This design comes from an exercise in tuning for small area, a short achievable clock period and few clock cycles per item on the open sky130 flow, not from production work. At most, simulation tests tie the RTL to the original design; equivalence was not proved. The RTL of runs 1 to 4 was laid out without a check of its function. Power figures rest on the tool's default switching activity, not on a simulated workload.

`flow/config.mk`:
```
export PLATFORM = sky130hd
export DESIGN_NAME = touch_pad_baseline_and_detect_unit
export DESIGN_NICKNAME = touch_pad_baseline_and_detect_unit
export VERILOG_FILES = /design/flow/design.v
export SDC_FILE = /design/flow/constraint.sdc
export NUM_CORES = 4
export LEC_CHECK = 0
export ABC_AREA = 0
export CAP_MARGIN = 20
export CORE_MARGIN = 2
export CORE_UTILIZATION = 40
export CTS_CLUSTER_DIAMETER = 100
export CTS_CLUSTER_SIZE = 24
export SLEW_MARGIN = 20
```
`flow/constraint.sdc`:
```
create_clock -name core_clock -period 8.0 [get_ports {clk}]
set_input_delay 1.6000 -clock core_clock [delete_from_list [all_inputs] [get_ports {clk}]]
set_output_delay 1.6000 -clock core_clock [all_outputs]
set_load 0.01 [all_outputs]
```
`flow/design.v`:
```
package tpbd_pkg;
	localparam int PADDR_W = 4;
	localparam int PDATA_W = 32;
	localparam logic [1:0] REG_REPEAT_MODE    = 2'd0;
	localparam logic [1:0] REG_GATE_THRESHOLD = 2'd1;
	localparam logic [1:0] REG_MAX_COUNT      = 2'd2;
	localparam logic        RST_REPEAT_MODE    = 1'b0;
	localparam logic [15:0] RST_GATE_THRESHOLD = 16'd100;
	localparam logic [15:0] RST_MAX_COUNT      = 16'hFFFF;
	localparam logic ACTION_CAL  = 1'b0;
	localparam logic ACTION_SCAN = 1'b1;
	localparam logic KIND_CAL    = 1'b0;
	localparam logic KIND_SCAN   = 1'b1;
	localparam logic [2:0] SCAN_NORMAL  = 3'd3;
	localparam logic [2:0] SCAN_REPEAT  = 3'd6;
	localparam logic [1:0] LOCKOUT_LOAD = 2'd3;
	localparam logic [1:0] TS_IDLE = 2'd0;
	localparam logic [1:0] TS_CALC = 2'd1;
	localparam logic [1:0] TS_EMIT = 2'd2;
	localparam logic [2:0] CS_IDLE  = 3'd0;
	localparam logic [2:0] CS_PIVOT = 3'd1;
	localparam logic [2:0] CS_CMP   = 3'd2;
	localparam logic [2:0] CS_ACCUM = 3'd3;
	localparam logic [2:0] CS_DIV   = 3'd4;
endpackage
import tpbd_pkg::*;
module tpbd_gt #(
	parameter int W = 16
) (
	input  logic [W-1:0] a,
	input  logic [W-1:0] b,
	output logic         gt
);
	localparam int L = $clog2(W);
	localparam int P = 1 << L;
	logic [P-1:0] ap, bp;
	logic [P-1:0] g [L+1];
	logic [P-1:0] l [L+1];
	assign ap   = a;
	assign bp   = b;
	assign g[0] = ap & ~bp;
	assign l[0] = ~ap & bp;
	for (genvar k = 0; k < L; k++) begin : g_lvl
		for (genvar i = 0; i < (P >> (k + 1)); i++) begin : g_node
			assign g[k+1][i] = g[k][2*i+1] | (~l[k][2*i+1] & g[k][2*i]);
			assign l[k+1][i] = l[k][2*i+1] | (~g[k][2*i+1] & l[k][2*i]);
		end
		assign g[k+1][P-1:(P >> (k + 1))] = '0;
		assign l[k+1][P-1:(P >> (k + 1))] = '0;
	end
	assign gt = g[L][0];
endmodule
module tpbd_trim_mean #(
	parameter int SAMPLE_W = 16,
	parameter int SUM_W    = 19
) (
	input  logic                clk,
	input  logic                arst_n,
	input  logic                wr_en,      
	input  logic                wr_first,   
	input  logic                wr_mid,     
	input  logic                wr_clear,   
	input  logic [SAMPLE_W-1:0] wr_data,
	input  logic                alt_sel,    
	input  logic [SAMPLE_W-1:0] alt_b,
	output logic                alt_gt,     
	output logic [SUM_W-1:0]    sum
);
	logic [SAMPLE_W-1:0] lo1_q, lo2_q, hi1_q, hi2_q;
	logic                lo2v_q, hi2v_q;    
	logic [SAMPLE_W-1:0] add_q;
	logic [SUM_W-1:0]    sum_q;
	logic lt1, lt2, gt1, gt2, c_lt2, c_gt2;
	tpbd_gt #(.W(SAMPLE_W)) u_lt1 (.a(lo1_q),   .b(wr_data), .gt(lt1));
	tpbd_gt #(.W(SAMPLE_W)) u_lt2 (.a(lo2_q),   .b(wr_data), .gt(c_lt2));
	tpbd_gt #(.W(SAMPLE_W)) u_gt1 (.a(wr_data), .b(alt_sel ? alt_b : hi1_q), .gt(gt1));
	tpbd_gt #(.W(SAMPLE_W)) u_gt2 (.a(wr_data), .b(hi2_q),   .gt(c_gt2));
	assign alt_gt = gt1;
	assign lt2    = !lo2v_q || c_lt2;
	assign gt2    = !hi2v_q || c_gt2;
	always_ff @(posedge clk) begin
		if (wr_en) begin
			if (wr_first) begin
				lo1_q  <= wr_data;
				lo2v_q <= 1'b0;
				hi1_q  <= wr_data;
				hi2v_q <= 1'b0;
			end else begin
				if (lt1) begin
					lo1_q  <= wr_data;
					lo2_q  <= lo1_q;
					lo2v_q <= 1'b1;
				end else if (lt2) begin
					lo2_q  <= wr_data;
					lo2v_q <= 1'b1;
				end
				if (gt1) begin
					hi1_q  <= wr_data;
					hi2_q  <= hi1_q;
					hi2v_q <= 1'b1;
				end else if (gt2) begin
					hi2_q  <= wr_data;
					hi2v_q <= 1'b1;
				end
			end
		end
		add_q <= (wr_en && wr_mid) ? (lt2 ? lo2_q : (gt2 ? hi2_q : wr_data)) : '0;
		sum_q <= (wr_en && wr_clear) ? '0 : sum_q + SUM_W'(add_q);
	end
	assign sum = sum_q;
endmodule
import tpbd_pkg::*;
module touch_pad_baseline_and_detect_unit #(
	parameter int CAL_SAMPLES   = 10,
	parameter int TRIM_EACH_END = 2,
	parameter int COUNT_WIDTH   = 16
) (
	input  logic                           clk,
	input  logic                           arst_n,
	input  logic                           in_valid,
	output logic                           in_stall,
	input  logic                           action,
	input  logic [15:0]                    charge_count,
	output logic                           out_valid,
	input  logic                           out_stall,
	output logic                           result_kind,
	output logic                           pressed,
	output logic [15:0]                    baseline_value,
	output logic                           cal_error,
	input  logic                           psel,
	input  logic                           penable,
	input  logic                           pwrite,
	input  logic [tpbd_pkg::PADDR_W-1:0]   paddr,
	input  logic [tpbd_pkg::PDATA_W-1:0]   pwdata,
	output logic [tpbd_pkg::PDATA_W-1:0]   prdata,
	output logic                           pready
);
	localparam int SUM_W = 19;
	function automatic logic [9:0] div3_8(input logic [1:0] r_in, input logic [7:0] b);
		logic [1:0] r;
		logic [7:0] q;
		r = r_in;
		for (int i = 7; i >= 0; i--) begin
			q[i] = r[1] | (r[0] & b[i]);
			r    = b[i] ? {r[1], ~(r[1] | r[0])} : {r[0], r[1]};
		end
		div3_8 = {r, q};
	endfunction
	logic        rep_q;
	logic [15:0] gate_q;
	logic [15:0] maxc_q;
	logic [15:0] rd_q;
	logic [2:0]  we_q;
	logic        cfg_acc;
	assign pready  = 1'b1;
	assign cfg_acc = psel && penable;
	always_ff @(posedge clk) begin
		we_q[0] <= psel && !penable && pwrite && (paddr[3:2] == REG_REPEAT_MODE);
		we_q[1] <= psel && !penable && pwrite && (paddr[3:2] == REG_GATE_THRESHOLD);
		we_q[2] <= psel && !penable && pwrite && (paddr[3:2] == REG_MAX_COUNT);
	end
	always_ff @(posedge clk or negedge arst_n) begin
		if (!arst_n) begin
			rep_q  <= RST_REPEAT_MODE;
			gate_q <= RST_GATE_THRESHOLD;
			maxc_q <= RST_MAX_COUNT;
		end else begin
			if (cfg_acc && we_q[0]) begin
				rep_q <= pwdata[0];
			end
			if (cfg_acc && we_q[1]) begin
				gate_q <= pwdata[15:0];
			end
			if (cfg_acc && we_q[2]) begin
				maxc_q <= pwdata[15:0];
			end
		end
	end
	always_ff @(posedge clk) begin
		unique case (paddr[3:2])
			REG_REPEAT_MODE:    rd_q <= {15'd0, rep_q};
			REG_GATE_THRESHOLD: rd_q <= gate_q;
			REG_MAX_COUNT:      rd_q <= maxc_q;
			default:            rd_q <= '0;
		endcase
	end
	assign prdata = {16'd0, rd_q};
	logic [4:0]  cj_q, cj_n;           
	logic [4:0]  st_q, st_n;           
	logic        stall_q, stall_n;
	logic        ic_q, is_q;           
	logic [15:0] id_q;                 
	logic        in_acc, cal_acc, scan_acc, cal_last;
	logic        scan_done;
	assign in_acc   = in_valid && !stall_q;
	assign cal_acc  = in_acc && (action == ACTION_CAL);
	assign scan_acc = in_acc && (action == ACTION_SCAN);
	assign cal_last = !cj_q[3] && cj_q[4];
	assign cj_n     = cal_acc ? {cj_q[3:0], !cj_q[4]} : cj_q;
	assign scan_done = rep_q ? st_q[4] : st_q[1];
	assign st_n      = scan_acc ? (scan_done ? 5'd0 : {st_q[3:0], 1'b1}) : st_q;
	always_ff @(posedge clk) begin
		id_q <= charge_count;
	end
	logic        w_cal_first, w_cal_mid, w_cal_clear, w_cal_last;
	logic        w_scan_first, w_scan_done;
	logic [SUM_W-1:0] sum;
	logic        pk_gt;
	logic [15:0] peak_q;
	assign w_cal_first  = cj_q[0] && !cj_q[1];
	assign w_cal_clear  = cj_q[3] && !cj_q[4];
	assign w_cal_last   = !cj_q[4] && !cj_q[0];
	assign w_cal_mid    = cj_q[4] || !cj_q[0];
	assign w_scan_done  = !st_q[0];
	assign w_scan_first = st_q[0] && !st_q[1];
	tpbd_trim_mean #(
		.SAMPLE_W (16),
		.SUM_W    (SUM_W)
	) u_trim_mean (
		.clk      (clk),
		.arst_n   (arst_n),
		.wr_en    (ic_q),
		.wr_first (w_cal_first),
		.wr_mid   (w_cal_mid),
		.wr_clear (w_cal_clear),
		.wr_data  (id_q),
		.alt_sel  (!ic_q),
		.alt_b    (peak_q),
		.alt_gt   (pk_gt),
		.sum      (sum)
	);
	always_ff @(posedge clk) begin
		if (is_q && (w_scan_first || pk_gt)) begin
			peak_q <= id_q;
		end
	end
	logic        da, d1_q, d2_q, d3_q, d4_q;
	logic [15:0] base_q;
	logic [1:0]  rem_q;
	logic [9:0]  div_hi, div_lo;
	logic        ev_q;
	logic [1:0]  lock_q;
	assign da = ic_q && w_cal_last;
	assign div_hi = div3_8(sum[18:17], sum[16:9]);
	assign div_lo = div3_8(rem_q, sum[8:1]);
	always_ff @(posedge clk) begin
		if (d2_q) begin
			rem_q <= div_hi[9:8];
		end
	end
	logic [16:0] ea, eb, ec, es, ecy;
	logic        ecarry, over, press;
	logic [1:0]  lock_cur, lock_hit;
	assign ea   = {1'b0, base_q};
	assign eb   = {1'b0, gate_q};
	assign ec   = {1'b1, ~peak_q};
	assign es   = ea ^ eb ^ ec;
	assign ecy  = (ea & eb) | (ea & ec) | (eb & ec);
	tpbd_gt #(.W(17)) u_over (.a(es), .b(~{ecy[15:0], 1'b1}), .gt(ecarry));
	assign over = !ecarry;
	assign lock_cur = rep_q ? 2'd0 : lock_q;
	assign press    = over && (lock_cur == 2'd0);
	assign lock_hit = over ? LOCKOUT_LOAD : lock_cur;
	logic ov_q, ov_n;
	logic okind_q, okind_n, opress_q, opress_n, ocerr_q, ocerr_n;
	logic p0v_q, p0v_n, p0_q, p0_n, p1v_q, p1v_n, p1_q, p1_n;
	logic free, cerr, pop, push;
	tpbd_gt #(.W(16)) u_cerr (.a(base_q), .b({1'b0, maxc_q[15:1]}), .gt(cerr));
	assign free = !ov_q || !out_stall;
	assign pop  = !d4_q && free && p0v_q;
	assign push = ev_q && (d4_q || !free || p0v_q);
	always_comb begin
		ov_n     = ov_q && out_stall;
		okind_n  = okind_q;
		opress_n = opress_q;
		ocerr_n  = ocerr_q;
		if (d4_q) begin
			ov_n     = 1'b1;
			okind_n  = KIND_CAL;
			opress_n = 1'b0;
			ocerr_n  = cerr;
		end else if (free && (p0v_q || ev_q)) begin
			ov_n     = 1'b1;
			okind_n  = KIND_SCAN;
			opress_n = p0v_q ? p0_q : press;
			ocerr_n  = 1'b0;
		end
	end
	always_comb begin
		p0v_n = p0v_q;
		p0_n  = p0_q;
		p1v_n = p1v_q;
		p1_n  = p1_q;
		if (pop) begin
			p0v_n = p1v_q;
			p0_n  = p1_q;
			p1v_n = 1'b0;
		end
		if (push) begin
			if (!p0v_n) begin
				p0v_n = 1'b1;
				p0_n  = press;
			end else begin
				p1v_n = 1'b1;
				p1_n  = press;
			end
		end
	end
	function automatic logic stall_f(
		input logic acc,
		input logic act,
		input logic os,
		input logic c8,       
		input logic c9,       
		input logic s_done,   
		input logic s_next,   
		input logic ov,
		input logic p0v,
		input logic p1v,
		input logic ev,
		input logic d4,
		input logic dwait,
		input logic evn
	);
		logic       c_acc, s_acc, c_last, s_can, sd, fr, ovn, pp, ps, p0n, p1n;
		logic [1:0] nq;
		c_acc  = acc && !act;
		s_acc  = acc && act;
		c_last = c_acc ? c8 : c9;
		s_can  = s_acc ? (!s_done && s_next) : s_done;
		sd     = s_acc && s_done;
		fr     = !ov || !os;
		ovn    = d4 || (fr && (p0v || ev)) || (ov && os);
		pp     = !d4 && fr && p0v;
		ps     = ev && (d4 || !fr || p0v);
		p0n    = pp ? p1v : p0v;
		p1n    = pp ? 1'b0 : p1v;
		if (ps) begin
			if (!p0n) p0n = 1'b1;
			else      p1n = 1'b1;
		end
		nq      = 2'(p0n) + 2'(p1n) + 2'(evn) + 2'(sd);
		stall_f = (c_last && (ovn || p0n || evn || sd)) ||
			(s_can && ((c_acc && c9) || dwait || (nq >= 2'd2)));
	endfunction
	logic [7:0] stall_c;
	logic       ev_n;
	assign ev_n = is_q && w_scan_done;
	for (genvar c = 0; c < 8; c++) begin : g_stall
		assign stall_c[c] = stall_f(c[2], c[1], c[0], cj_q[4] && cj_q[3] && !cj_q[2],
			cal_last, scan_done, rep_q ? st_q[3] : st_q[0],
			ov_q, p0v_q, p1v_q, ev_q, d4_q, da, ev_n);
	end
	assign stall_n = stall_c[{in_acc, action, out_stall}];
	always_ff @(posedge clk or negedge arst_n) begin
		if (!arst_n) begin
			cj_q      <= '0;
			st_q      <= '0;
			stall_q   <= 1'b0;
			ic_q      <= 1'b0;
			is_q      <= 1'b0;
			lock_q    <= '0;
			base_q    <= '0;
			d1_q      <= 1'b0;
			d2_q      <= 1'b0;
			d3_q      <= 1'b0;
			d4_q      <= 1'b0;
			ev_q      <= 1'b0;
			p0v_q     <= 1'b0;
			p1v_q     <= 1'b0;
			ov_q      <= 1'b0;
		end else begin
			cj_q      <= cj_n;
			st_q      <= st_n;
			stall_q   <= stall_n;
			ic_q      <= cal_acc;
			is_q      <= scan_acc;
			d1_q      <= da;
			d2_q      <= d1_q;
			d3_q      <= d2_q;
			d4_q      <= d3_q;
			ev_q      <= ev_n;
			p0v_q     <= p0v_n;
			p1v_q     <= p1v_n;
			ov_q      <= ov_n;
			if (ev_q) begin
				lock_q <= (lock_hit != 2'd0) ? lock_hit - 2'd1 : 2'd0;
			end
			if (d2_q) begin
				base_q[15:8] <= div_hi[7:0];
			end
			if (d3_q) begin
				base_q[7:0] <= div_lo[7:0];
			end
		end
	end
	always_ff @(posedge clk) begin
		okind_q  <= okind_n;
		opress_q <= opress_n;
		ocerr_q  <= ocerr_n;
		p0_q     <= p0_n;
		p1_q     <= p1_n;
	end
	assign in_stall       = stall_q;
	assign out_valid      = ov_q;
	assign result_kind    = okind_q;
	assign pressed        = opress_q;
	assign baseline_value = base_q;
	assign cal_error      = ocerr_q;
endmodule
```
`flow/flow/run.sh`:
```
#!/bin/bash
# The standard layout with the standard synthesis unchanged. Two changes
# to how the layout is made: every port still gets a buffer, but a plain
# buf_2 rather than the delay cell the resizer picks by default; and the
# setup repair aims a little further below the clock period.
set -euo pipefail
bash standard.sh 'BUFFER_PORTS_ARGS=-buffer_cell sky130_fd_sc_hd__buf_2' SETUP_SLACK_MARGIN=5.3 finish > make_finish.log 2>&1
```
`flow/standard.sh`:
```
#!/bin/bash
# synth_recipe.tcl (not shown) runs the flow's synth.tcl, then flattens the netlist and writes it again
# the make line also repeats each setting of config.mk as NAME=value (left out here)
make -C /OpenROAD-flow-scripts/flow DESIGN_CONFIG=/design/flow/config.mk WORK_HOME=/design/flow/orfs CLKGATE_MAP_FILE= SYNTH_SCRIPT=/design/flow/synth_recipe.tcl "${@:-finish}"
```
==> results by group, run 1 <==
Status
  • Outcome: no timing/DRC/antenna violations

Drt
  • First-pass detailed-route iteration total: 5
  • Via count: 9865
  • Number of nets with antenna violations after detailed routing: 0
  • Number of DRC markers in iteration 0: 746
  • Wire length after detailed routing: 32300 µm
  • DRC violations left: 0
  • Average detailed-routed wire length per instance: 18.6 µm
  • Drt via density: 5.67

Setup path
  • Crit path arrival time: 3.48 ns
  • Startpoint class of the critical path: flip-flop
  • Crit-path cells: fa_1, nand2_1, a221oi_4, buf_4, nor4_2, a22oi_2, a22oi_2, a2111oi_2, o31ai_1, buf_4, o311a_1, nor3_1
  • Reg-to-reg slack, setup: 4.95 ns
  • Worst setup path start: peak_q[9]
  • Cell at the slowest stage of the critical path: fa_1
  • Worst Setup Path Type: flip-flop to flip-flop
  • Depth of the most critical reg-to-reg path: 12
  • Critical path data required time: 8.43 ns
  • Biggest cell delay along the critical path: 0.58 ns
  • Reg2reg end: opress_q
  • Critical-path maximum fanout: 3
  • Origin of the critical flop-to-flop path: peak_q[9]
  • Critical Path End Type: flip-flop

Final layout
  • Antenna fix cells: 0
  • FF+latch area: 5950 µm²
  • Final-layout fill cell count: 2783
  • Share of cells above drive strength 1: 32.2%
  • Finished Cell Area: 15200 µm²
  • Layout-stage area growth over the synthesis result: 21.6%
  • Area taken by multi-input logic gates: 6720 µm²
  • Number of nets in the layout: 1433

STA
  • Shortest clock period the worst path allows after layout: 3.05 ns
  • Period utilization: 38.2%
  • Final setup vio count: 0
  • Post-Route Skew: 0.0267 ns
  • Final hold violations: 0
  • Transition at the pin with the smallest max-transition slack: 0.934 ns
  • Tightest slew margin relative to the limit: 37.6%
  • Final max-slew violation count: 0
  • Final-layout setup total negative slack: 0 ns
  • Max frequency: 327 MHz
  • Setup repair after global routing missed its margin: true

Synthesis
  • Most instantiated cells after synthesis: edfxtp_1 (86), a21oi_1 (80), inv_1 (77)
  • Library cells used by synthesis: 81
  • Average cell area after synthesis: 10.4 µm²
  • Cell types with the largest area share after synthesis: edfxtp_1 (21%), dfxtp_1 (12%), dfrtp_1 (11%)
  • Synth Flop Type: edfxtp_1
  • Library cell with the highest instance count after synthesis: edfxtp_1
  • Proportion of synthesized flip-flops having asynchronous set or reset: 31.2%
  • Total number of yosys warnings: 8
  • Area share of the largest cell type after synthesis: 20.7%
  • Synthesized instance count: 1202
  • Post-synth EDFFs: 86
  • Post-synthesis cell type with the largest combined area: edfxtp_1
  • Seq/Total Area, Yosys: 47.1%
  • Seq cells post-synth: 231
  • Netlist Area Pre-Place: 12500 µm²

Clocking
  • Number of hold buffers added after CTS: 0
  • Later-pin clock latency in the skew report: 0.50 ns
  • CTS tree: built
  • CTS max path bufs: 3
  • Clock-pin slew on the worst setup and hold paths: 0.10 ns
  • CTS Root Buffer Type: clkbuf_16
  • Number of buffers created by CTS: 13
  • Total number of clock tree sinks: 231
  • CTS H-tree depth: 1

GRT
  • Overall global routing resource usage: 18.9%
  • Pin count of the biggest net entering global routing: 73
  • Overflow left after global routing: 0
  • Initial antenna violation count: 1
  • Number of global-route vias before repair: 9233
  • Wire length of the first global-routing pass: 50200 µm

Floorplanning
  • Initial Util: 40.7%
  • Area of the core: 30700 µm²
  • Boundary pin count: 114
  • Die width: 181 µm
  • Die Span Y: 181 µm
  • Die ar.: 32600 µm²
  • Number of core rows: 64

Min path
  • Hold Crit Depth: 0
  • Hold/Removal Path Class: flip-flop to flip-flop
  • Startpoint of the tightest hold check path: d1_q
  • Hold endpoint: d2_q

Placed design
  • Total of buffers placed on input and output ports: 78
  • Half-perimeter wire length after detailed placement: 21300 µm
  • RePlAce Congestion: 0.866
  • Instance area at placement: 13200 µm²

Power
  • Pleak: 5.99 nW
  • Peak supply drop: 0.218 mV
  • Power density relative to cell area: 308 nW/µm²

Run
  • Maximum capacitance violations: 0
critical path, delay by kind of cell (launching register included):
kind | cells | cell delay, ns
AO/OA/AOI/OAI | 6 | 1.25
flip-flops | 1 | 0.52
buffers and inverters | 2 | 0.33
adder cells (fa/ha/maj) | 1 | 0.58
AND/OR/NAND/NOR | 3 | 0.27
kinds of logic (layout without fill, tap and decap cells):
group / after synthesis / after routing / share of synthesized area, %
and+or+nand+nor: 304 / 304 / 12.1
adders and majority gates: 71 / 71 / 7.60
xor gates and xnor gates: 14 / 14 / 0.983
muxes: 107 / 107 / 9.37
other: 2 / 17 / 0.0602
DFF: 231 / 231 / 47.1
buffers and inverters: 146 / 266 / 5.23
AOI/OAI and AO/OA: 327 / 335 / 17.6
registers in the layout (all words and copies together), names as in the netlist, 16 cells and up:
register and flops:
u_trim_mean.sum_q 19, base_q 16, gate_q 16, id_q 16
maxc_q 16, peak_q 16, rd_q 16, u_trim_mean.add_q 16
u_trim_mean.hi1_q 16, u_trim_mean.hi2_q 16, u_trim_mean.lo1_q 16, u_trim_mean.lo2_q 16
what timing repair did:
action                     in CTS  in global routing
setup endpoints to repair     151                150
setup buffers                  52                 25
cloned                         10                  3
pin swaps                      25                 43
resized for setup             132                 74
through the flow:
stage	total power [mW]	hold slack, ns	worst slack, ns	cells	utilization, %
2_1_floorplan	3.07	0.331	5.27	1217	-
3_3_place_gp	3.48	0.386	4.53	1629	42.9
3_5_place_dp	3.51	0.380	4.49	1629	42.9
4_1_cts	4.50	0.419	5.02	1713	47.7
5_1_grt	4.99	0.442	4.80	1741	49.4
6_report	4.67	0.404	4.95	1741	49.4
how the worst max path moves through the flow:
stage,depth (start not counted),to
floorplan,11,p0_q
global placement,9,u_trim_mean.lo1_q[0]
detailed placement,9,u_trim_mean.lo1_q[0]
CTS,11,opress_q
global route,12,opress_q
finish,12,opress_q
report_power, final:
| group | switching, mW | total [mW] | internal [mW] | leakage, nW |
|---|---|---|---|---|
| clock network | 0.390 | 0.701 | 0.310 | 0.180 |
| registers | 0.332 | 1.84 | 1.51 | 2.26 |
| logic | 1.13 | 2.13 | 0.997 | 3.55 |
| total | 1.85 | 4.67 | 2.82 | 5.99 |
per-layer routing:
metal	global-route usage, %	routed length [µm]	vias to the layer above
li1	-	-	4665
met1	26.0	14900	4908
met2	31.2	15400	253
met3	3.15	1500	37
met4	4.58	588	2
met5	0	13	-
cells in the final DEF, fill, tap and decap left out, types with 8 or more instances in the layout:
master     netlist  layout
inv_1           77      70
nor2_1          74      71
dfxtp_2          0      15
maj3_1          31      28
o21ai_0         65      52
maj3_2           5       8
dfrtp_1         53      46
a21oi_2          1      19
a22o_1          20      20
a31oi_1         14      13
o211ai_1         8       8
or2_2            9       8
buf_2           11      74
nor3_1          21      20
fa_1            19      17
o22ai_1         15      15
nand2b_1        24      22
a21oi_1         80      58
nor2b_1         37      32
clkbuf_16        0      15
xnor2_1          9       9
a21o_1          14      13
ha_1            16      15
conb_1           2      17
nand3_1         26      25
o21ai_2          0      13
buf_12           0       9
nand2_1         72      72
a211o_1          8       8
dfxtp_1         73      45
mux2i_1         38      35
mux2_2          64      63
dfxtp_4          0      13
buf_6            3      13
dfstp_2         19      19
buf_4           18      64
edfxtp_1        86      86
final cells by class:
cell class                 instances  area share [%]
inverter                          78            2.00
tap                              396            3.27
clock buffer                      19            2.29
multi-input combinational        848            44.3
clock inverter                     3           0.132
timing repair buffer             166            8.77
sequential                       231            39.2
==> inputs of run 2 (changes only) <==
--- a/flow/config.mk
+++ b/flow/config.mk
@@ -6,5 +6,5 @@
 export NUM_CORES = 4
 export LEC_CHECK = 0
-export ABC_AREA = 0
+export ABC_AREA = 1
 export CAP_MARGIN = 20
 export CORE_MARGIN = 2
==> results by group, run 2 <==
Clocking
  • Clock-pin slew on the worst setup and hold paths: 0.10 ns (about the same)
  • Total number of clock tree sinks: 231 (unchanged)
  • Later-pin clock latency in the skew report: 0.50 ns (about the same)
  • CTS H-tree depth: 1 (unchanged)
  • CTS max path bufs: 3 (unchanged)
  • Number of buffers created by CTS: 13 (unchanged)
  • CTS tree: built (unchanged)
  • CTS Root Buffer Type: clkbuf_16 (unchanged)

STA
  • Final max-slew violation count: 0 (unchanged)
  • Post-Route Skew: 0.0269 ns (was 0.0267 ns)
  • Final hold violations: 0 (unchanged)
  • Final setup vio count: 0 (unchanged)
  • Period utilization: 33.6% (was 38.2%)
  • Final-layout setup total negative slack: 0 ns (unchanged)
  • Setup repair after global routing missed its margin: true (unchanged)
  • Shortest clock period the worst path allows after layout: 2.69 ns (was 3.05 ns)
  • Tightest slew margin relative to the limit: 34.5% (was 37.6%)
  • Transition at the pin with the smallest max-transition slack: 0.983 ns (was 0.934 ns)
  • Max frequency: 372 MHz (was 327 MHz)

GRT
  • Overflow left after global routing: 0 (unchanged)
  • Wire length of the first global-routing pass: 48200 µm (was 50200 µm)
  • Initial antenna violation count: 0 (was 1)
  • Routing usage on met2: 32.7% (was 31.2%)
  • Pin count of the biggest net entering global routing: 73 (unchanged)
  • GRT met1 Usage: 26.5% (was 26.0%)
  • Number of global-route vias before repair: 9154 (was 9233)
  • Overall global routing resource usage: 19.6% (was 18.9%)
  • Met3 GRT Util: 2.53% (was 3.15%)
  • Layer with the highest usage: met2 (unchanged)

Final layout
  • Share of cells above drive strength 1: 15.7% (was 32.2%)
  • Final-layout fill cell count: 2912 (was 2783)
  • Highest-count cells in the layout ignoring fill and taps: nand2_1 (303), inv_1 (172), nor2_1 (144) (was edfxtp_1 (86), buf_2 (74), nand2_1 (72))
  • Core occupancy in the finished layout: 45.6% (was 49.4%)
  • Top reg by flops: u_trim_mean.sum_q (unchanged)
  • Layout-stage area growth over the synthesis result: 12.6% (was 21.6%)
  • Commonest non-fill, non-tap cell in the layout: nand2_1 (was edfxtp_1)
  • Antenna fix cells: 0 (unchanged)
  • Flip-flop count of the largest register, all copies and words added: 19 (unchanged)
  • Number of nets in the layout: 1620 (was 1433)

Synthesis
  • Area share of the largest cell type after synthesis: 21.6% (was 20.7%)
  • Post-synth EDFFs: 86 (unchanged)
  • Library cells used by synthesis: 58 (was 81)
  • Synth Flop Type: edfxtp_1 (unchanged)
  • Netlist Area Pre-Place: 12000 µm² (was 12500 µm²)
  • Seq/Total Area, Yosys: 49.0% (was 47.1%)
  • Seq cells post-synth: 231 (unchanged)
  • Average cell area after synthesis: 8.35 µm² (was 10.4 µm²)
  • Proportion of synthesized flip-flops having asynchronous set or reset: 31.2% (unchanged)
  • Total number of yosys warnings: 8 (unchanged)
  • Library cell with the highest instance count after synthesis: nand2_1 (was edfxtp_1)
  • Synthesized instance count: 1435 (was 1202)
  • Cell types with the largest area share after synthesis: edfxtp_1 (22%), dfxtp_1 (12%), dfrtp_1 (11%) (was edfxtp_1 (21%), dfxtp_1 (12%), dfrtp_1 (11%))
  • Post-synthesis cell type with the largest combined area: edfxtp_1 (unchanged)
  • Most instantiated cells after synthesis: nand2_1 (306), inv_1 (178), nor2_1 (147) (was edfxtp_1 (86), a21oi_1 (80), inv_1 (77))

Floorplanning
  • Die width: 177 µm (was 181 µm)
  • Die ar.: 31400 µm² (was 32600 µm²)
  • Initial Util: 40.5% (was 40.7%)
  • Number of core rows: 63 (was 64)
  • Area of the core: 29600 µm² (was 30700 µm²)
  • Boundary pin count: 114 (unchanged)
  • Die Span Y: 177 µm (was 181 µm)

Setup path
  • Crit path arrival time: 1.09 ns (was 3.48 ns)
  • Worst Setup Path Type: flip-flop to output port (was flip-flop to flip-flop)
  • Cell at the slowest stage of the critical path: dfrtp_1 (was fa_1)
  • Critical-path maximum fanout: 6 (was 3)
  • Critical path data required time: 6.40 ns (was 8.43 ns)
  • Biggest cell delay along the critical path: 0.44 ns (was 0.58 ns)
  • Critical Path End Type: output port (was flip-flop)
  • Startpoint class of the critical path: flip-flop (unchanged)
  • Critical path buffer and inverter count: 1 (was 2)
  • Dominant delay contributor by cell family on the critical path: flip-flops (was compound AO/OA/AOI/OAI gates)
  • Crit-path cells: buf_2 (was fa_1, nand2_1, a221oi_4, buf_4, nor4_2, a22oi_2, a22oi_2, a2111oi_2, o31ai_1, buf_4, o311a_1, nor3_1)

Power
  • Peak supply drop: 0.145 mV (was 0.218 mV)
  • Pleak: 5.92 nW (was 5.99 nW)
  • Power density relative to cell area: 316 nW/µm² (was 308 nW/µm²)

Drt
  • Via count: 9915 (was 9865)
  • Number of nets with antenna violations after detailed routing: 0 (unchanged)
  • Wire length after detailed routing: 31000 µm (was 32300 µm)
  • Drt via density: 5.16 (was 5.67)
  • Average detailed-routed wire length per instance: 16.1 µm (was 18.6 µm)
  • First-pass detailed-route iteration total: 5 (unchanged)
  • DRC violations left: 0 (unchanged)
  • Number of DRC markers in iteration 0: 808 (was 746)

Status
  • Outcome: no timing/DRC/antenna violations (unchanged)

Placed design
  • RePlAce Congestion: 0.837 (was 0.866)
  • Total of buffers placed on input and output ports: 78 (unchanged)
  • Half-perimeter wire length after detailed placement: 22400 µm (was 21300 µm)

Min path
  • Hold/Removal Path Class: flip-flop to flip-flop (unchanged)

Run
  • Maximum capacitance violations: 0 (unchanged)
## run 2: cell types whose count changed after synthesis, sizes merged, moves of 18 or more
cell | previous run | this run
a21oi | 81 | 63
a22o | 20 | 2
clkbuf | 32 | 14
inv | 77 | 187
maj3 | 36 | 0
mux2 | 68 | 1
mux2i | 38 | 4
nand2 | 72 | 322
nand2b | 24 | 0
nand3 | 27 | 70
nor2 | 74 | 151
nor2b | 37 | 0
o21ai | 76 | 180
## run 2: final timing paths
path	start	to	slack [ns]	cells past startpoint
setup / recovery	ov_q	out_valid	5.31	1
hold / removal	d1_q	d2_q	0.38	0
setup reg to reg	ic_q	peak_q[2]	5.41	13
hold reg to reg	d1_q	d2_q	0.38	0
max in group asynchronous	arst_n	base_q[1]	6.08	1
min in group asynchronous	arst_n	gate_q[0]	1.24	1
## run 2: cell families (layout without fill, tap and decap cells)
kind of cell	Yosys count	in the layout	share of synthesized area [%]
other	2	17	0.0627
buffers and inverters	241	321	8.73
flip-flops	231	231	49.0
AO/OA/AOI/OAI	343	343	16.8
adder cells (fa/ha/maj)	35	35	4.85
multiplexers	5	5	0.459
AND/OR/NAND/NOR	578	580	20.1
## run 2: metal layers
| layer | part of all wire (%) | vias to the layer above |
|---|---|---|
| met3 | 4.8 | 47 |
| met4 | 3.0 | 0 |
| met1 | 46 | 4692 |
| li1 | - | 4927 |
| met5 | 0 | - |
| met2 | 47 | 249 |
## run 2: metrics by stage
step	instances	instance area (µm²)	power (mW)	setup slack (ns)	hold slack, ns
final	1922	13500	4.26	5.31	0.377
after global routing	1922	13500	4.62	5.23	0.400
after detailed placement	1871	12600	3.42	4.62	0.340
after CTS	1907	13200	4.19	5.30	0.377
after floorplan	1450	12000	2.98	5.36	0.331
after global placement	1871	12600	3.38	4.64	0.336
## run 2: area by class of cell
cell class                 count  area, µm²  area share, %
tap                          390        488           3.62
timing repair buffer         108        739           5.48
clock inverter                 3       22.5          0.167
inverter                     191        749           5.56
multi-input combinational    980       5260           39.0
sequential                   231       5880           43.6
clock buffer                  19        348           2.58
## run 2: power breakdown
part | internal, mW | switching [mW] | total [mW]
Sequential | 1.52 | 0.239 | 1.76
Clock | 0.311 | 0.393 | 0.704
Combinational | 0.674 | 1.13 | 1.80
Total | 2.50 | 1.76 | 4.26
## run 2: repair_timing
action	CTS	global route
endpoints found under the setup margin	105	107
setup buffers	13	12
resized for setup	22	32
endpoints found under the hold margin	0	0
hold buffers	0	0
pin swaps	0	2
gates cloned	1	3
==> inputs of run 3 (changes only) <==
--- a/flow/flow/run.sh
+++ b/flow/flow/run.sh
@@ -5,3 +5,3 @@
 # setup repair aims a little further below the clock period.
 set -euo pipefail
-bash standard.sh 'BUFFER_PORTS_ARGS=-buffer_cell sky130_fd_sc_hd__buf_2' SETUP_SLACK_MARGIN=5.3 finish > make_finish.log 2>&1
+bash standard.sh 'BUFFER_PORTS_ARGS=-buffer_cell sky130_fd_sc_hd__buf_2' SETUP_SLACK_MARGIN=5.2 finish > make_finish.log 2>&1
==> results by group, run 3 <==
Synthesis
  • Post-synth EDFFs: 86 (unchanged)
  • Cell types with the largest area share after synthesis: edfxtp_1 (22%), dfxtp_1 (12%), dfrtp_1 (11%) (unchanged)
  • Synthesized instance count: 1435 (unchanged)
  • Area share of the largest cell type after synthesis: 21.6% (unchanged)
  • Library cell with the highest instance count after synthesis: nand2_1 (unchanged)
  • Library cells used by synthesis: 58 (unchanged)
  • Most instantiated cells after synthesis: nand2_1 (306), inv_1 (178), nor2_1 (147) (unchanged)
  • Proportion of synthesized flip-flops having asynchronous set or reset: 31.2% (unchanged)
  • Netlist Area Pre-Place: 12000 µm² (unchanged)
  • Seq cells post-synth: 231 (unchanged)
  • Seq/Total Area, Yosys: 49.0% (unchanged)
  • Post-synthesis cell type with the largest combined area: edfxtp_1 (unchanged)
  • Synth Flop Type: edfxtp_1 (unchanged)
  • Average cell area after synthesis: 8.35 µm² (unchanged)
  • Total number of yosys warnings: 8 (unchanged)

Floorplanning
  • Area of the core: 29600 µm² (unchanged)
  • Die Span Y: 177 µm (unchanged)
  • Die ar.: 31400 µm² (unchanged)
  • Die width: 177 µm (unchanged)
  • Initial Util: 40.5% (unchanged)
  • Boundary pin count: 114 (unchanged)
  • Number of core rows: 63 (unchanged)

Final layout
  • Commonest non-fill, non-tap cell in the layout: nand2_1 (unchanged)
  • Number of nets in the layout: 1605 (was 1620)
  • Highest-count cells in the layout ignoring fill and taps: nand2_1 (305), inv_1 (174), nor2_1 (145) (was nand2_1 (303), inv_1 (172), nor2_1 (144))
  • Layout-stage area growth over the synthesis result: 10.5% (was 12.6%)
  • Antenna fix cells: 0 (unchanged)
  • Flip-flop count of the largest register, all copies and words added: 19 (unchanged)
  • Final-layout fill cell count: 2937 (was 2912)
  • Share of cells above drive strength 1: 14.0% (was 15.7%)
  • FF+latch area: 5870 µm² (was 5880 µm²)
  • Area taken by multi-input logic gates: 5200 µm² (was 5260 µm²)
  • Top reg by flops: u_trim_mean.sum_q (unchanged)

Setup path
  • Crit path arrival time: 1.17 ns (was 1.09 ns)
  • Reg-to-reg slack, setup: 5.32 ns (was 5.41 ns)
  • Startpoint class of the critical path: flip-flop (unchanged)
  • Cell at the slowest stage of the critical path: dfrtp_1 (unchanged)
  • Critical-path maximum fanout: 4 (was 6)
  • Critical path data required time: 6.40 ns (about the same)
  • Critical path buffer and inverter count: 1 (unchanged)
  • Worst Setup Path Type: flip-flop to output port (unchanged)
  • Critical Path End Type: output port (unchanged)
  • Dominant delay contributor by cell family on the critical path: flip-flops (unchanged)
  • Biggest cell delay along the critical path: 0.50 ns (was 0.44 ns)
  • Crit-path cells: buf_2 (unchanged)

GRT
  • Pin count of the biggest net entering global routing: 73 (unchanged)
  • Overall global routing resource usage: 19.3% (was 19.6%)
  • Initial antenna violation count: 0 (unchanged)
  • Wire length of the first global-routing pass: 47500 µm (was 48200 µm)
  • Overflow left after global routing: 0 (unchanged)
  • Number of global-route vias before repair: 9074 (was 9154)

STA
  • Final max-slew violation count: 0 (unchanged)
  • Transition at the pin with the smallest max-transition slack: 1.02 ns (was 0.983 ns)
  • Post-Route Skew: 0.0273 ns (was 0.0269 ns)
  • Final setup vio count: 0 (unchanged)
  • Worst hold-check slack: 0.377 ns (about the same)
  • Setup repair after global routing missed its margin: false (was true)
  • Final-layout setup total negative slack: 0 ns (unchanged)
  • Max frequency: 361 MHz (was 372 MHz)
  • Period utilization: 34.6% (was 33.6%)
  • Final hold violations: 0 (unchanged)
  • Shortest clock period the worst path allows after layout: 2.77 ns (was 2.69 ns)
  • Tightest slew margin relative to the limit: 32.0% (was 34.5%)

Drt
  • Drt via density: 5.12 (was 5.16)
  • Average detailed-routed wire length per instance: 15.7 µm (was 16.1 µm)
  • Number of DRC markers in iteration 0: 799 (was 808)
  • First-pass detailed-route iteration total: 5 (unchanged)
  • Number of nets with antenna violations after detailed routing: 0 (unchanged)
  • Wire length after detailed routing: 30000 µm (was 31000 µm)
  • DRC violations left: 0 (unchanged)
  • Via count: 9767 (was 9915)

Clocking
  • CTS Root Buffer Type: clkbuf_16 (unchanged)
  • CTS tree: built (unchanged)
  • CTS H-tree depth: 1 (unchanged)
  • Total number of clock tree sinks: 231 (unchanged)
  • Later-pin clock latency in the skew report: 0.50 ns (about the same)
  • CTS max path bufs: 3 (unchanged)
  • Clock-pin slew on the worst setup and hold paths: 0.10 ns (about the same)
  • Number of buffers created by CTS: 13 (unchanged)

Power
  • Peak supply drop: 0.144 mV (was 0.145 mV)
  • Internal power: 2.44 mW (was 2.50 mW)
  • Pleak: 5.82 nW (was 5.92 nW)
  • Sequential share of power: 42.5% (was 41.2%)
  • Net switching power figure: 1.71 mW (was 1.76 mW)
  • Fraction of power consumed by combinational cells: 40.6% (was 42.3%)
  • Power density relative to cell area: 314 nW/µm² (was 316 nW/µm²)
  • Overall Power: 4.15 mW (was 4.26 mW)
  • Sw Share: 41.2% (was 41.3%)
  • Share of total power in the clock network: 16.9% (was 16.5%)

Placed design
  • Half-perimeter wire length after detailed placement: 22400 µm (unchanged)
  • RePlAce Congestion: 0.837 (unchanged)
  • Total of buffers placed on input and output ports: 78 (unchanged)

Status
  • Outcome: no timing/DRC/antenna violations (unchanged)

Min path
  • Hold/Removal Path Class: flip-flop to flip-flop (unchanged)

Run
  • Maximum capacitance violations: 0 (unchanged)
-- run 3: cell counts after synthesis --
Identical to the previous run, type by type.
-- run 3: cell type report --
type	instances	area share, %
clock inverters	3	0.170
inverters	191	5.62
multi-input cells	979	39.3
repair buffers	94	4.25
flip-flops and latches	231	44.4
clock buffers	19	2.63
well taps	390	3.69
-- run 3: cells by family (layout without fill, tap and decap cells) --
| family | count (synthesis) | count (layout) | synth area share, % |
|---|---|---|---|
| AND/OR/NAND/NOR | 578 | 579 | 20.1 |
| multiplexers | 5 | 5 | 0.459 |
| adder cells (fa/ha/maj) | 35 | 35 | 4.85 |
| flip-flops | 231 | 231 | 49.0 |
| AO/OA/AOI/OAI | 343 | 343 | 16.8 |
| buffers and inverters | 241 | 307 | 8.73 |
| other | 2 | 17 | 0.0627 |
-- run 3: power groups by stage --
| stage | logic (mW) | clock network [mW] | registers, mW |
|---|---|---|---|
| 2_1_floorplan | 1.26 | 0 | 1.71 |
| 3_3_place_gp | 1.60 | 0 | 1.78 |
| 3_5_place_dp | 1.63 | 0 | 1.79 |
| 4_1_cts | 1.66 | 0.723 | 1.76 |
| 5_1_grt | 1.95 | 0.764 | 1.80 |
| 6_report | 1.68 | 0.701 | 1.77 |
-- run 3: stage by stage --
step | worst slack (ns) | area (µm²) | utilization (%) | cells
floorplan | 5.36 | 12000 | - | 1450
detailed placement | 4.62 | 12600 | 42.7 | 1871
finish | 5.23 | 13200 | 44.8 | 1907
global route | 5.20 | 13200 | 44.8 | 1907
CTS | 5.17 | 13100 | 44.3 | 1900
global placement | 4.64 | 12600 | 42.7 | 1871
-- run 3: layer usage --
layer / track usage, % / up-vias / part of all wire (%)
met5: 0 / - / 0
met4: 5.72 / 0 / 2.9
met3: 2.45 / 47 / 4.5
met2: 32.0 / 221 / 46
met1: 26.3 / 4598 / 47
li1: - / 4901 / -
-- run 3: final timing paths --
check	startpoint	to	cells after the start
setup / recovery	base_q[2]	baseline_value[2]	1
hold / removal	d1_q	d2_q	0
setup reg to reg	ic_q	u_trim_mean.hi1_q[5]	14
hold reg to reg	d1_q	d2_q	0
max in group asynchronous	arst_n	base_q[0]	1
min in group asynchronous	arst_n	gate_q[0]	1
-- run 3: repair_timing --
item / CTS / global route
gates resized for setup: 10 / 17
setup endpoints to repair: 92 / 102
buffers inserted: 7 / 6
hold buffers: 0 / 0
gates cloned: 0 / 1
==> inputs of run 4 (changes only) <==
--- a/flow/flow/run.sh
+++ b/flow/flow/run.sh
@@ -5,3 +5,3 @@
 # setup repair aims a little further below the clock period.
 set -euo pipefail
-bash standard.sh 'BUFFER_PORTS_ARGS=-buffer_cell sky130_fd_sc_hd__buf_2' SETUP_SLACK_MARGIN=5.2 finish > make_finish.log 2>&1
+bash standard.sh 'BUFFER_PORTS_ARGS=-buffer_cell sky130_fd_sc_hd__buf_2' SETUP_SLACK_MARGIN=5.45 finish > make_finish.log 2>&1
==> results by group, run 4 <==
Clocking
  • CTS max path bufs: 3 (unchanged)
  • CTS tree: built (unchanged)
  • Clock-pin slew on the worst setup and hold paths: 0.10 ns (about the same)
  • CTS H-tree depth: 1 (unchanged)
  • Number of buffers created by CTS: 13 (unchanged)
  • CTS Root Buffer Type: clkbuf_16 (unchanged)
  • Total number of clock tree sinks: 231 (unchanged)
  • Later-pin clock latency in the skew report: 0.49 ns (was 0.50 ns)
  • Number of hold buffers added after CTS: 0 (unchanged)

Final layout
  • Commonest non-fill, non-tap cell in the layout: nand2_1 (unchanged)
  • Number of nets in the layout: 1633 (was 1605)
  • Flip-flop count of the largest register, all copies and words added: 19 (unchanged)
  • Layout-stage area growth over the synthesis result: 14.8% (was 10.5%)
  • Antenna fix cells: 0 (unchanged)
  • Highest-count cells in the layout ignoring fill and taps: nand2_1 (302), inv_1 (171), nor2_1 (142) (was nand2_1 (305), inv_1 (174), nor2_1 (145))
  • Top reg by flops: u_trim_mean.sum_q (unchanged)
  • Final-layout fill cell count: 2891 (was 2937)
  • Share of cells above drive strength 1: 17.9% (was 14.0%)

Drt
  • Average detailed-routed wire length per instance: 16.3 µm (was 15.7 µm)
  • DRC violations left: 0 (unchanged)
  • Via count: 9891 (was 9767)
  • Number of nets with antenna violations after detailed routing: 0 (unchanged)
  • First-pass detailed-route iteration total: 6 (was 5)
  • Wire length after detailed routing: 31500 µm (was 30000 µm)
  • Number of DRC markers in iteration 0: 695 (was 799)
  • Drt via density: 5.11 (was 5.12)

Floorplanning
  • Die Span Y: 177 µm (unchanged)
  • Area of the core: 29600 µm² (unchanged)
  • Die ar.: 31400 µm² (unchanged)
  • Initial Util: 40.5% (unchanged)
  • Number of core rows: 63 (unchanged)
  • Boundary pin count: 114 (unchanged)
  • Die width: 177 µm (unchanged)

Power
  • Internal power: 2.57 mW (was 2.44 mW)
  • Fraction of power consumed by combinational cells: 43.6% (was 40.6%)
  • Sw Share: 41.1% (was 41.2%)
  • Pleak: 6.02 nW (was 5.82 nW)
  • Share of total power in the clock network: 16.1% (was 16.9%)
  • Power density relative to cell area: 317 nW/µm² (was 314 nW/µm²)
  • Peak supply drop: 0.239 mV (was 0.144 mV)
  • Net switching power figure: 1.79 mW (was 1.71 mW)
  • Sequential share of power: 40.3% (was 42.5%)

GRT
  • Overflow left after global routing: 0 (unchanged)
  • Initial antenna violation count: 0 (unchanged)
  • Pin count of the biggest net entering global routing: 73 (unchanged)
  • Number of global-route vias before repair: 8976 (was 9074)
  • Wire length of the first global-routing pass: 47500 µm (about the same)
  • Overall global routing resource usage: 19.5% (was 19.3%)

STA
  • Post-route setup slack: 5.27 ns (was 5.23 ns)
  • Setup repair after global routing missed its margin: true (was false)
  • Transition at the pin with the smallest max-transition slack: 0.972 ns (was 1.02 ns)
  • Max frequency: 366 MHz (was 361 MHz)
  • Final-layout setup total negative slack: 0 ns (unchanged)
  • Final hold violations: 0 (unchanged)
  • Period utilization: 34.2% (was 34.6%)
  • Tightest slew margin relative to the limit: 35.2% (was 32.0%)
  • Final setup vio count: 0 (unchanged)
  • Shortest clock period the worst path allows after layout: 2.73 ns (was 2.77 ns)
  • Post-Route Skew: 0.0160 ns (was 0.0273 ns)
  • Final max-slew violation count: 0 (unchanged)

Synthesis
  • Library cells used by synthesis: 58 (unchanged)
  • Netlist Area Pre-Place: 12000 µm² (unchanged)
  • Proportion of synthesized flip-flops having asynchronous set or reset: 31.2% (unchanged)
  • Area share of the largest cell type after synthesis: 21.6% (unchanged)
  • Most instantiated cells after synthesis: nand2_1 (306), inv_1 (178), nor2_1 (147) (unchanged)
  • Average cell area after synthesis: 8.35 µm² (unchanged)
  • Total number of yosys warnings: 8 (unchanged)
  • Library cell with the highest instance count after synthesis: nand2_1 (unchanged)
  • Post-synth EDFFs: 86 (unchanged)
  • Cell types with the largest area share after synthesis: edfxtp_1 (22%), dfxtp_1 (12%), dfrtp_1 (11%) (unchanged)
  • Seq/Total Area, Yosys: 49.0% (unchanged)
  • Synth Flop Type: edfxtp_1 (unchanged)
  • Synthesized instance count: 1435 (unchanged)
  • Post-synthesis cell type with the largest combined area: edfxtp_1 (unchanged)
  • Seq cells post-synth: 231 (unchanged)

Placed design
  • RePlAce Congestion: 0.850 (was 0.837)
  • Minimum setup slack after placement: 4.59 ns (was 4.62 ns)
  • Total of buffers placed on input and output ports: 78 (unchanged)
  • Half-perimeter wire length after detailed placement: 22500 µm (was 22400 µm)

Setup path
  • Worst Setup Path Type: flip-flop to output port (unchanged)
  • Reg-to-reg slack, setup: 5.33 ns (was 5.32 ns)
  • Crit path arrival time: 1.13 ns (was 1.17 ns)
  • Startpoint class of the critical path: flip-flop (unchanged)
  • Critical path data required time: 6.40 ns (about the same)
  • Critical-path maximum fanout: 2 (was 4)
  • Critical Path End Type: output port (unchanged)

Run
  • Maximum capacitance violations: 0 (unchanged)

Status
  • Outcome: no timing/DRC/antenna violations (unchanged)

Min path
  • Hold/Removal Path Class: flip-flop to flip-flop (unchanged)
[run 4: changes by cell type in the layout (fill, tap and decap cells not counted), sizes merged]
cell,previous run,this run
buf,94,117
clkinvlp,6,5
clkbuf,19,22
nand2,322,324
clkinv,4,7
inv,184,181
[run 4: power groups by stage]
stage	combinational, mW	sequential, mW	clock [mW]
3_3_place_gp	1.59	1.78	0
4_1_cts	1.77	1.76	0.720
3_5_place_dp	1.63	1.79	0
2_1_floorplan	1.26	1.71	0
6_report	1.90	1.76	0.702
5_1_grt	2.15	1.79	0.762
[run 4: critical path, stage by stage (launching register included)]
cell and delay [ns]:
dfrtp_2 0.42, buf_6 0.13, buf_6 0.11
[run 4: worst paths after layout]
path | startpoint | to | cells past startpoint
worst max register to register | ic_q | u_trim_mean.hi2_q[0] | 15
worst min-delay path | d1_q | d2_q | 0
min in group asynchronous | arst_n | rep_q | 1
max in group asynchronous | arst_n | ic_q | 1
worst min register to register | d1_q | d2_q | 0
worst max-delay path | base_q[1] | baseline_value[1] | 2
[run 4: cell type report]
type / instances / area (µm²) / share of cell area, %
clock inverter: 2 / 12.5 / 0.0909
tap: 390 / 488 / 3.55
sequential: 231 / 5900 / 42.9
clock buffer: 19 / 348 / 2.53
timing repair buffer: 120 / 933 / 6.78
inverter: 191 / 752 / 5.47
multi-input combinational: 981 / 5320 / 38.7
[run 4: logic make-up after synthesis]
logic type                 Yosys count  share of synthesized area, %
AOI/OAI and AO/OA                  343                          16.8
adders and majority gates           35                          4.85
buffers and inverters              241                          8.73
DFF                                231                          49.0
muxes                                5                         0.459
other                                2                        0.0627
and+or+nand+nor                    578                          20.1
[run 4: per-layer routing]
metal / vias up / track usage [%] / wire (µm)
met2: 276 / 31.2 / 14500
li1: 4965 / - / -
met3: 67 / 3.48 / 1820
met5: - / 0 / 0
met1: 4583 / 26.2 / 14000
met4: 0 / 7.33 / 1260
[run 4: through the flow]
step	hold slack, ns	cells	total power [mW]	utilization (%)	cell area (µm²)
detailed placement	0.337	1871	3.42	42.7	12600
CTS	0.359	1913	4.24	45.1	13300
floorplan	0.331	1450	2.98	-	12000
global route	0.378	1934	4.71	46.5	13800
global placement	0.334	1871	3.37	42.7	12600
finish	0.357	1934	4.36	46.5	13800
[run 4: timing repair]
action                                  4_1_cts  5_1_grt
endpoints found under the setup margin      184      143
pin swaps                                     0       10
setup buffers                                20       16
cloned                                        1        5
gates resized for setup                      40       66
==> inputs of run 5 (changes only) <==
--- a/flow/design.v
+++ b/flow/design.v
@@ -151,13 +151,7 @@
 	logic [15:0] maxc_q;
 	logic [15:0] rd_q;
-	logic [2:0]  we_q;
-	logic        cfg_acc;
-	assign pready  = 1'b1;
-	assign cfg_acc = psel && penable;
-	always_ff @(posedge clk) begin
-		we_q[0] <= psel && !penable && pwrite && (paddr[3:2] == REG_REPEAT_MODE);
-		we_q[1] <= psel && !penable && pwrite && (paddr[3:2] == REG_GATE_THRESHOLD);
-		we_q[2] <= psel && !penable && pwrite && (paddr[3:2] == REG_MAX_COUNT);
-	end
+	logic        cfg_wr;
+	assign pready = 1'b1;
+	assign cfg_wr = psel && penable && pwrite;
 	always_ff @(posedge clk or negedge arst_n) begin
 		if (!arst_n) begin
@@ -165,14 +159,11 @@
 			gate_q <= RST_GATE_THRESHOLD;
 			maxc_q <= RST_MAX_COUNT;
-		end else begin
-			if (cfg_acc && we_q[0]) begin
-				rep_q <= pwdata[0];
-			end
-			if (cfg_acc && we_q[1]) begin
-				gate_q <= pwdata[15:0];
-			end
-			if (cfg_acc && we_q[2]) begin
-				maxc_q <= pwdata[15:0];
-			end
+		end else if (cfg_wr) begin
+			unique case (paddr[3:2])
+				REG_REPEAT_MODE:    rep_q  <= pwdata[0];
+				REG_GATE_THRESHOLD: gate_q <= pwdata[15:0];
+				REG_MAX_COUNT:      maxc_q <= pwdata[15:0];
+				default:            rep_q  <= rep_q;
+			endcase
 		end
 	end
--- a/flow/flow/run.sh
+++ b/flow/flow/run.sh
@@ -5,3 +5,3 @@
 # setup repair aims a little further below the clock period.
 set -euo pipefail
-bash standard.sh 'BUFFER_PORTS_ARGS=-buffer_cell sky130_fd_sc_hd__buf_2' SETUP_SLACK_MARGIN=5.45 finish > make_finish.log 2>&1
+bash standard.sh 'BUFFER_PORTS_ARGS=-buffer_cell sky130_fd_sc_hd__buf_2' SETUP_SLACK_MARGIN=5.3 finish > make_finish.log 2>&1
--- a/flow/config.mk
+++ b/flow/config.mk
@@ -9,5 +9,5 @@
 export CAP_MARGIN = 20
 export CORE_MARGIN = 2
-export CORE_UTILIZATION = 40
+export CORE_UTILIZATION = 55
 export CTS_CLUSTER_DIAMETER = 100
 export CTS_CLUSTER_SIZE = 24
==> results by group, run 5 <==
Drt
  • Via count: 9656 (was 9891)
  • Wire length after detailed routing: 26900 µm (was 31500 µm)
  • DRC violations left: 0 (unchanged)
  • Number of nets with antenna violations after detailed routing: 0 (unchanged)
  • Number of DRC markers in iteration 0: 644 (was 695)
  • Average detailed-routed wire length per instance: 15.0 µm (was 16.3 µm)
  • Drt via density: 5.39 (was 5.11)
  • First-pass detailed-route iteration total: 5 (was 6)

Final layout
  • Highest-count cells in the layout ignoring fill and taps: nand2_1 (325), inv_1 (161), nor2_1 (147) (was nand2_1 (302), inv_1 (171), nor2_1 (142))
  • Post-Layout Cell Count: 1790 (was 1934)
  • Top reg by flops: u_trim_mean.sum_q (unchanged)
  • Share of cells above drive strength 1: 13.9% (was 17.9%)
  • Core occupancy in the finished layout: 62.5% (was 46.5%)
  • Finished Cell Area: 13100 µm² (was 13800 µm²)
  • Flip-flop count of the largest register, all copies and words added: 19 (unchanged)
  • Commonest non-fill, non-tap cell in the layout: nand2_1 (unchanged)
  • Number of nets in the layout: 1604 (was 1633)
  • Layout-stage area growth over the synthesis result: 11.5% (was 14.8%)
  • Antenna fix cells: 0 (unchanged)

Synthesis
  • Average cell area after synthesis: 8.27 µm² (was 8.35 µm²)
  • Adder-cell share of the synthesized area: 4.95% (was 4.85%)
  • Seq/Total Area, Yosys: 49.5% (was 49.0%)
  • Synthesized instance count: 1420 (was 1435)
  • Netlist Area Pre-Place: 11700 µm² (was 12000 µm²)
  • Main combinational cell family by area after synthesis: simple AND/OR/NAND/NOR gates (unchanged)
  • Library cell with the highest instance count after synthesis: nand2_1 (unchanged)
  • Library cells used by synthesis: 55 (was 58)
  • Cell types with the largest area share after synthesis: edfxtp_1 (22%), dfxtp_1 (12%), dfrtp_1 (11%) (unchanged)
  • Fraction of synthesized cell area in xor and xnor cells: 0.224% (was 0%)
  • Post-synth EDFFs: 86 (unchanged)
  • Total number of yosys warnings: 8 (unchanged)
  • Post-synthesis cell type with the largest combined area: edfxtp_1 (unchanged)
  • Most instantiated cells after synthesis: nand2_1 (328), inv_1 (166), nor2_1 (150) (was nand2_1 (306), inv_1 (178), nor2_1 (147))
  • Area share of the largest cell type after synthesis: 22.0% (was 21.6%)
  • Fraction of synthesized area in multiplexers: 0.448% (was 0.459%)
  • Proportion of synthesized flip-flops having asynchronous set or reset: 31.6% (was 31.2%)
  • Seq cells post-synth: 228 (was 231)
  • Synth Flop Type: edfxtp_1 (unchanged)
  • Simple-gate portion of the synthesized area: 20.4% (was 20.1%)
  • Synthesized-area fraction occupied by ao, oa, aoi and oai cells: 16.1% (was 16.8%)

STA
  • Transition at the pin with the smallest max-transition slack: 0.933 ns (was 0.972 ns)
  • Setup repair after global routing missed its margin: true (unchanged)
  • Post-route setup slack: 5.33 ns (was 5.27 ns)
  • Tightest slew margin relative to the limit: 37.8% (was 35.2%)
  • Max frequency: 374 MHz (was 366 MHz)
  • Post-Route Skew: 0.0267 ns (was 0.0160 ns)
  • Final max-slew violation count: 0 (unchanged)
  • Period utilization: 33.4% (was 34.2%)
  • Shortest clock period the worst path allows after layout: 2.67 ns (was 2.73 ns)
  • Final setup vio count: 0 (unchanged)
  • Final hold violations: 0 (unchanged)
  • Final-layout setup total negative slack: 0 ns (unchanged)

Floorplanning
  • Number of core rows: 53 (was 63)
  • Boundary pin count: 114 (unchanged)
  • Initial Util: 56.0% (was 40.5%)
  • Area of the core: 21000 µm² (was 29600 µm²)
  • Die ar.: 22500 µm² (was 31400 µm²)
  • Die Span Y: 150 µm (was 177 µm)
  • Die width: 150 µm (was 177 µm)

Power
  • Fraction of power consumed by combinational cells: 42.8% (was 43.6%)
  • Power density relative to cell area: 327 nW/µm² (was 317 nW/µm²)
  • Sequential share of power: 40.9% (was 40.3%)
  • Net switching power figure: 1.76 mW (was 1.79 mW)
  • Peak supply drop: 0.217 mV (was 0.239 mV)
  • Pleak: 5.87 nW (was 6.02 nW)
  • Sw Share: 41.1% (about the same)
  • Share of total power in the clock network: 16.3% (was 16.1%)
  • Internal power: 2.53 mW (was 2.57 mW)

GRT
  • Number of global-route vias before repair: 8776 (was 8976)
  • Wire length of the first global-routing pass: 42600 µm (was 47500 µm)
  • Initial antenna violation count: 0 (unchanged)
  • Overflow left after global routing: 0 (unchanged)
  • Overall global routing resource usage: 23.5% (was 19.5%)
  • Pin count of the biggest net entering global routing: 73 (unchanged)

Setup path
  • Biggest cell delay along the critical path: 0.43 ns (was 0.42 ns)
  • Worst Setup Path Type: flip-flop to output port (unchanged)
  • Critical-path maximum fanout: 4 (was 2)
  • Critical path data required time: 6.40 ns (about the same)
  • Dominant delay contributor by cell family on the critical path: flip-flops (unchanged)
  • Critical Path End Type: output port (unchanged)
  • Critical path buffer and inverter count: 1 (was 2)
  • Cell at the slowest stage of the critical path: dfrtp_1 (was dfrtp_2)
  • Crit path arrival time: 1.07 ns (was 1.13 ns)
  • Startpoint class of the critical path: flip-flop (unchanged)
  • Crit-path cells: buf_2 (was buf_6, buf_6)

Placed design
  • Instance count after placement with tap cells included: 1743 (was 1871)
  • Half-perimeter wire length after detailed placement: 19200 µm (was 22500 µm)
  • RePlAce Congestion: 0.829 (was 0.850)
  • Instance area at placement: 12300 µm² (was 12600 µm²)
  • Minimum setup slack after placement: 4.36 ns (was 4.59 ns)
  • Total of buffers placed on input and output ports: 78 (unchanged)

Clocking
  • Number of hold buffers added after CTS: 0 (unchanged)
  • Total number of clock tree sinks: 228 (was 231)
  • Clock-pin slew on the worst setup and hold paths: 0.09 ns (was 0.10 ns)
  • Later-pin clock latency in the skew report: 0.49 ns (about the same)
  • CTS tree: built (unchanged)
  • Number of buffers created by CTS: 13 (unchanged)
  • CTS Root Buffer Type: clkbuf_16 (unchanged)
  • CTS max path bufs: 3 (unchanged)
  • CTS H-tree depth: 1 (unchanged)

Min path
  • Hold/Removal Path Class: flip-flop to flip-flop (unchanged)

Run
  • Maximum capacitance violations: 0 (unchanged)

Status
  • Outcome: no timing/DRC/antenna violations (unchanged)
==> run 5: cell count changes in the layout (fill, tap and decap cells not counted), moves of 12 or more <==
cell     delta
nand2_1    +23
nand3_1    -15
o21ai_2    -16
buf_6      -20
buf_2      +14
dfxtp_2    -13
buf_4      -12
==> run 5: worst paths after layout <==
check | startpoint | end | slack [ns] | depth (start not counted)
max | base_q[8] | baseline_value[8] | 5.33 | 1
min | d1_q | d2_q | 0.36 | 0
max reg2reg | ic_q | u_trim_mean.hi2_q[9] | 5.45 | 12
min reg2reg | d1_q | d2_q | 0.36 | 0
max in group asynchronous | arst_n | ic_q | 6.08 | 1
min in group asynchronous | arst_n | gate_q[9] | 1.21 | 1
==> run 5: per-layer routing <==
layer	track usage (%)	share of wire, %
met5	0	0
met4	6.23	2.2
met3	2.42	4.2
met2	39.4	48
met1	32.7	46
==> run 5: kinds of logic after synthesis <==
family / Yosys count
other cells: 2
flops: 228
simple gates: 583
mux: 5
fa+ha+maj: 35
compound gates: 332
xor+xnor: 3
buf+inv: 232
==> run 5: cell type report <==
class / count / area (µm²)
Inverter: 184 / 707
Sequential cell: 228 / 5820
Clock buffer: 20 / 352
Timing Repair Buffer: 102 / 678
Multi-Input combinational cell: 980 / 5180
Clock inverter: 1 / 16.3
Tap cell: 275 / 344
Fill cell: 1868 / 7860
==> run 5: worst register-to-register path, cell delays in order (launching register included) <==
cell and delay [ns]:
dfrtp_2 0.45, buf_12 0.16, or2_2 0.30, o21ai_0 0.13, nor2_1 0.12, o311ai_4 0.31, nand2_1 0.08, nand2_1 0.11
nand2_2 0.11, nand2_8 0.13, o21ai_0 0.11, inv_2 0.12, buf_12 0.14
==> run 5: power by group through the flow <==
stage	Combinational [mW]	Clock, mW	Sequential, mW
final	1.84	0.697	1.75
after global routing	2.10	0.749	1.79
after CTS	1.79	0.716	1.75
after detailed placement	1.70	0	1.79
after global placement	1.67	0	1.78
after floorplan	1.32	0	1.74
==> run 5: timing repair <==
| action | CTS | global route |
|---|---|---|
| endpoints found under the hold margin | 0 | 0 |
| gates resized for setup | 19 | 30 |
| setup buffers | 13 | 7 |
| pin swaps | 1 | 7 |
| setup endpoints to repair | 135 | 128 |
| gates cloned | 1 | 5 |
==> run 5: stage by stage <==
stage	power [mW]	hold WS (ns)
global route	4.64	0.371
floorplan	3.06	0.331
CTS	4.26	0.363
finish	4.29	0.359
global placement	3.45	0.336
detailed placement	3.49	0.340
Testbench counts of run 5, summed over its fixed seeds: cycles 5,272, results 1,600.
==> inputs of run 6 (changes only) <==
--- a/flow/config.mk
+++ b/flow/config.mk
@@ -9,6 +9,7 @@
 export CAP_MARGIN = 20
 export CORE_MARGIN = 2
-export CORE_UTILIZATION = 55
+export CORE_UTILIZATION = 50
 export CTS_CLUSTER_DIAMETER = 100
 export CTS_CLUSTER_SIZE = 24
+export GPL_ROUTABILITY_DRIVEN = 0
 export SLEW_MARGIN = 20
==> results by group, run 6 <==
STA
  • Final-layout setup total negative slack: 0 ns (unchanged)
  • Transition at the pin with the smallest max-transition slack: 0.947 ns (was 0.933 ns)
  • Setup repair after global routing missed its margin: true (unchanged)
  • Final hold violations: 0 (unchanged)
  • Shortest clock period the worst path allows after layout: 2.68 ns (was 2.67 ns)
  • Final setup vio count: 0 (unchanged)

Setup path
  • Crit-path cells: buf_2 (unchanged)
  • Critical path buffer and inverter count: 1 (unchanged)
  • Critical Path End Type: output port (unchanged)
  • Crit path arrival time: 1.08 ns (was 1.07 ns)
  • Critical path data required time: 6.40 ns (about the same)
  • Cell at the slowest stage of the critical path: dfrtp_1 (unchanged)
  • Worst setup path start: base_q[6] (was base_q[8])
  • Worst Setup Path Type: flip-flop to output port (unchanged)
  • Origin of the critical flop-to-flop path: ic_q (unchanged)
  • Critical-path maximum fanout: 4 (unchanged)

Clocking
  • CTS max path bufs: 3 (unchanged)
  • Number of buffers created by CTS: 13 (unchanged)
  • Clock-pin slew on the worst setup and hold paths: 0.10 ns (was 0.09 ns)
  • Number of hold buffers added after CTS: 0 (unchanged)
  • CTS H-tree depth: 1 (unchanged)
  • CTS tree: built (unchanged)

Synthesis
  • Main combinational cell family by area after synthesis: simple AND/OR/NAND/NOR gates (unchanged)
  • Synth Flop Type: edfxtp_1 (unchanged)
  • Library cell with the highest instance count after synthesis: nand2_1 (unchanged)
  • Simple-gate portion of the synthesized area: 20.4% (unchanged)
  • Most instantiated cells after synthesis: nand2_1 (328), inv_1 (166), nor2_1 (150) (unchanged)
  • Fraction of synthesized area in multiplexers: 0.448% (unchanged)
  • Average cell area after synthesis: 8.27 µm² (unchanged)

Final layout
  • Number of nets in the layout: 1603 (was 1604)
  • Top reg by flops: u_trim_mean.sum_q (unchanged)
  • Highest-count cells in the layout ignoring fill and taps: nand2_1 (325), inv_1 (163), nor2_1 (148) (was nand2_1 (325), inv_1 (161), nor2_1 (147))
  • Share of cells above drive strength 1: 13.7% (was 13.9%)

Power
  • Overall Power: 4.30 mW (was 4.29 mW)
  • Net switching power figure: 1.76 mW (about the same)
  • Sequential share of power: 40.9% (about the same)
  • Peak supply drop: 0.177 mV (was 0.217 mV)
  • Internal power: 2.54 mW (was 2.53 mW)

Min path
  • Startpoint of the tightest hold check path: d1_q (unchanged)

Drt
  • Wire length after detailed routing: 27100 µm (was 26900 µm)
  • Number of DRC markers in iteration 0: 697 (was 644)

Status
  • Outcome: no timing/DRC/antenna violations (unchanged)

Floorplanning
  • Initial Util: 50.5% (was 56.0%)
  • Die width: 157 µm (was 150 µm)
  • Number of core rows: 56 (was 53)

GRT
  • Initial antenna violation count: 0 (unchanged)
  • Overall global routing resource usage: 21.6% (was 23.5%)
  • Pin count of the biggest net entering global routing: 73 (unchanged)

Placed design
  • Half-perimeter wire length after detailed placement: 19500 µm (was 19200 µm)
## run 6: cell counts after synthesis
No cell type changed its count.
## run 6: power by group through the flow
stage | sequential (mW) | combinational (mW) | clock [mW]
final | 1.76 | 1.82 | 0.721
after global routing | 1.80 | 2.11 | 0.783
after CTS | 1.76 | 1.77 | 0.747
after detailed placement | 1.80 | 1.70 | 0
after global placement | 1.79 | 1.66 | 0
after floorplan | 1.74 | 1.32 | 0
## run 6: final cells by class
| cell class | count | area, µm² |
|---|---|---|
| fill | 2178 | 10200 |
| multi-input combinational | 979 | 5150 |
| tap | 319 | 399 |
| clock buffer | 19 | 369 |
| clock inverter | 3 | 21.3 |
| sequential | 228 | 5820 |
| inverter | 184 | 701 |
| timing repair buffer | 102 | 611 |
## run 6: timing repair
action	in CTS	in global routing
pin swaps	1	7
resized for setup	18	25
setup buffers	13	9
cloned	1	3
endpoints found under the setup margin	129	93
## run 6: cell families after synthesis
group / Yosys count
flops: 228
fa+ha+maj: 35
other cells: 2
compound gates: 332
mux: 5
simple gates: 583
xor+xnor: 3
buf+inv: 232
## run 6: final timing paths
check	depth (start not counted)	to	slack [ns]
worst max-delay path	1	baseline_value[6]	5.32
worst min-delay path	0	d2_q	0.36
worst max register to register	12	u_trim_mean.hi1_q[10]	5.41
worst min register to register	0	d2_q	0.36
max in group asynchronous	1	ic_q	6.04
min in group asynchronous	1	gate_q[11]	1.22
## run 6: per-layer routing
metal / wire length (µm) / track usage, %
met5: 0 / 0
met4: 572 / 5.19
met3: 1050 / 2.18
met2: 12500 / 36.0
met1: 12900 / 30.5
## run 6: per-stage QoR
step	hold slack [ns]	util (%)	area [µm²]	setup WS, ns	std cells
after CTS	0.360	55.5	12900	5.30	1822
after detailed placement	0.337	53.0	12300	3.85	1786
final	0.357	56.2	13100	5.32	1834
after global routing	0.370	56.2	13100	5.29	1834
after global placement	0.334	53.0	12300	3.89	1786
after floorplan	0.331	-	11800	5.36	1435
